From an optimization exercise on the open Yosys and OpenROAD flow, aimed at small area and a short achievable clock period; shortcuts taken in it are not production practice.
Function was checked by simulation only, so behaviour that the tests miss may differ from the original.
No activity file was given, so power comes from the tool's default toggle rates.

==> flow/design.v (excerpt) <==
module x86_len_decoder (
    input  logic                        i_clk,
    input  logic                        i_reset,
    input  logic                        i_word_valid,
    input  logic [32-1:0]       i_word,
    output logic                        o_instr_valid,
    output logic [53:0]                 o_instr,         
    output logic                        o_overflow
);
    localparam int NB = 7;                   
    logic                   started;
    logic                   full;            
    logic [4:0]             fill;            
    logic [3:0]             head;            
    logic [3:0]             tail;            
    logic [3:0][31:0]       slots;
    logic [31:0]            rec_addr;
    logic [3:0]             rec_len;
    logic [1:0]             rec_mnemonic;
    logic [1:0]             rec_size;
    logic                   rec_direction;
    logic                   rec_immediate;
    logic [7:0]             rec_modrm;
    logic                   rec_opsize;
    logic [2:0]             rec_pfx;
    logic [3:0]             hs;              
    logic [3:0]             ho;              
    logic [31:0]            w0, w1;
    logic [15:0]            w2;
    logic [9:0][7:0]        win;
    logic [NB-1:0][7:0]     b;
    always_comb begin
        w0 = '0;
        w1 = '0;
        w2 = '0;
        for (int s = 0; s < 4; s++) begin
            w0 = w0 | ({32{hs[s]}} & slots[s]);
            w1 = w1 | ({32{hs[s]}} & slots[(s + 1) % 4]);
            w2 = w2 | ({16{hs[s]}} & slots[(s + 2) % 4][15:0]);
  ...
Size: roughly 200 flip-flops, ~91 I/O pins, roughly 14,000 sq um of cells after synthesis.
==> flow/config.mk <==
export PLATFORM = sky130hd
export DESIGN_NAME = x86_len_decoder
export DESIGN_NICKNAME = x86_len_decoder
export VERILOG_FILES = /design/flow/design.v
export SDC_FILE = /design/flow/constraint.sdc
export NUM_CORES = 4
export LEC_CHECK = 0
export CAP_MARGIN = 30
export CORE_MARGIN = 2
export CORE_UTILIZATION = 40
export SLEW_MARGIN = 30
export TNS_END_PERCENT = 0
==> flow/constraint.sdc <==
create_clock -name core_clock -period 16.5 [get_ports {i_clk}]
set_input_delay 3.3000 -clock core_clock [delete_from_list [all_inputs] [get_ports {i_clk}]]
set_output_delay 3.3000 -clock core_clock [all_outputs]
set_load 0.01 [all_outputs]
standard.sh (not shown) runs the stock make flow with config.mk's settings and CLKGATE_MAP_FILE= SYNTH_SCRIPT=/design/flow/synth_recipe.tcl, a recipe that flattens the netlist after the stock synthesis.
==> flow/flow/run.sh <==
#!/bin/bash
# The standard layout, with timing repair aimed at a setup margin well above
# the design's. The clock, constraints and synthesis are the standard ones;
# only how hard the repair steps work on the worst path changes.
set -euo pipefail
bash standard.sh SETUP_SLACK_MARGIN=11.5 finish > standard_flow.log 2>&1
The baseline completed without violations.
Next try:
==> flow/flow/run.sh (replaced) <==
#!/bin/bash
set -euo pipefail
bash standard.sh SETUP_SLACK_MARGIN=11.5 \
    "SETUP_MOVE_SEQUENCE=unbuffer,sizeup,swap" \
    "BUFFER_PORTS_ARGS=-buffer_cell sky130_fd_sc_hd__buf_1" \
    finish > standard_flow.log 2>&1
CAP_MARGIN = 10   (was 30)
CTS_BUF_LIST = sky130_fd_sc_hd__clkbuf_8   (was unset)
GPL_ROUTABILITY_DRIVEN = 0   (was unset)
SLEW_MARGIN = 10   (was 30)
The new run completed with no timing, DRC or antenna violations.
Register-to-register slack improved by 0.05 ns.
Critical path depth increases by 1.
Total power decreases by 9.7%.
Via count decreases by about 1.5%.
Next try:
==> flow/flow/run.sh (replaced) <==
#!/bin/bash
# The standard layout, with two changes to how it is made:
# - timing repair aims at a setup margin well above the design's, so it
#   works on the worst path (the clock, constraints and synthesis are the
#   standard ones);
# - each port still gets its own buffer, but a plain buf_2 rather than the
#   delay cell the resizer picks by default.
set -euo pipefail
bash standard.sh SETUP_SLACK_MARGIN=11.5 \
    "BUFFER_PORTS_ARGS=-buffer_cell sky130_fd_sc_hd__buf_2" \
    finish > standard_flow.log 2>&1
CAP_MARGIN = 30   (was 10)
CTS_BUF_LIST = unset   (was sky130_fd_sc_hd__clkbuf_8)
GPL_ROUTABILITY_DRIVEN = unset   (was 0)
SLEW_MARGIN = 30   (was 10)
Outcome: Clock-buffer cell count climbs by 3. Maximum frequency drops by a few percent. Global-route usage climbs by 1.6 points. Via count climbs slightly. Register-to-register slack degrades by 0.16 ns. Total power climbs by a few percent.
Next try:
==> flow/flow/run.sh (replaced) <==
#!/bin/bash
set -euo pipefail
bash standard.sh SETUP_SLACK_MARGIN=11.5 \
    "SETUP_MOVE_SEQUENCE=unbuffer,sizeup,swap" \
    "BUFFER_PORTS_ARGS=-buffer_cell sky130_fd_sc_hd__buf_1" \
    finish > standard_flow.log 2>&1
CAP_MARGIN = 10   (was 30)
CTS_BUF_LIST = sky130_fd_sc_hd__clkbuf_8   (was unset)
SLEW_MARGIN = 10   (was 30)
After rerunning: Combinational power is lower by about 2%. Via count falls by about 0.5%. Setup slack gets better by 0.13 ns.

==> separate check: timing with driven ports <==
The flow's constraints put no driver on any port. The routed layouts listed below were extracted and timed again, unchanged, in two steps. Step 1 assumes that a clkbuf_16 drives the clock port and a buf_2 every other input. Step 2, shift: input delay + t, output delay - t, t = (earliest + latest rising clock arrival at the registers) / 2. This alone moves slack from input paths to output paths. Slacks: no drivers / after step 1 / after step 2; pairs: no drivers / after step 1.
run | shift t [ns] | setup WS [ns] | hold slack, ns | worst setup path after step 2 | cell pins on the clock port's net
the first run | 0.515 | 11.669 / 11.658 / 11.669 | 0.489 / 0.489 / 0.489 | register to register | 1
the second run | 0.544 | 11.718 / 11.717 / 11.717 | 0.484 / 0.484 / 0.484 | register to register | 1
the third run | 0.504 | 11.562 / 11.562 / 11.562 | 0.471 / 0.471 / 0.471 | register to register | 1
the fourth run | 0.548 | 11.693 / 11.693 / 11.693 | 0.482 / 0.482 / 0.482 | register to register | 1
After both steps setup and hold are still met in every run listed. For the second run, which loses most, drivers alone change the setup slack by -0.001 ns; drivers and shift together by -0.001 ns.
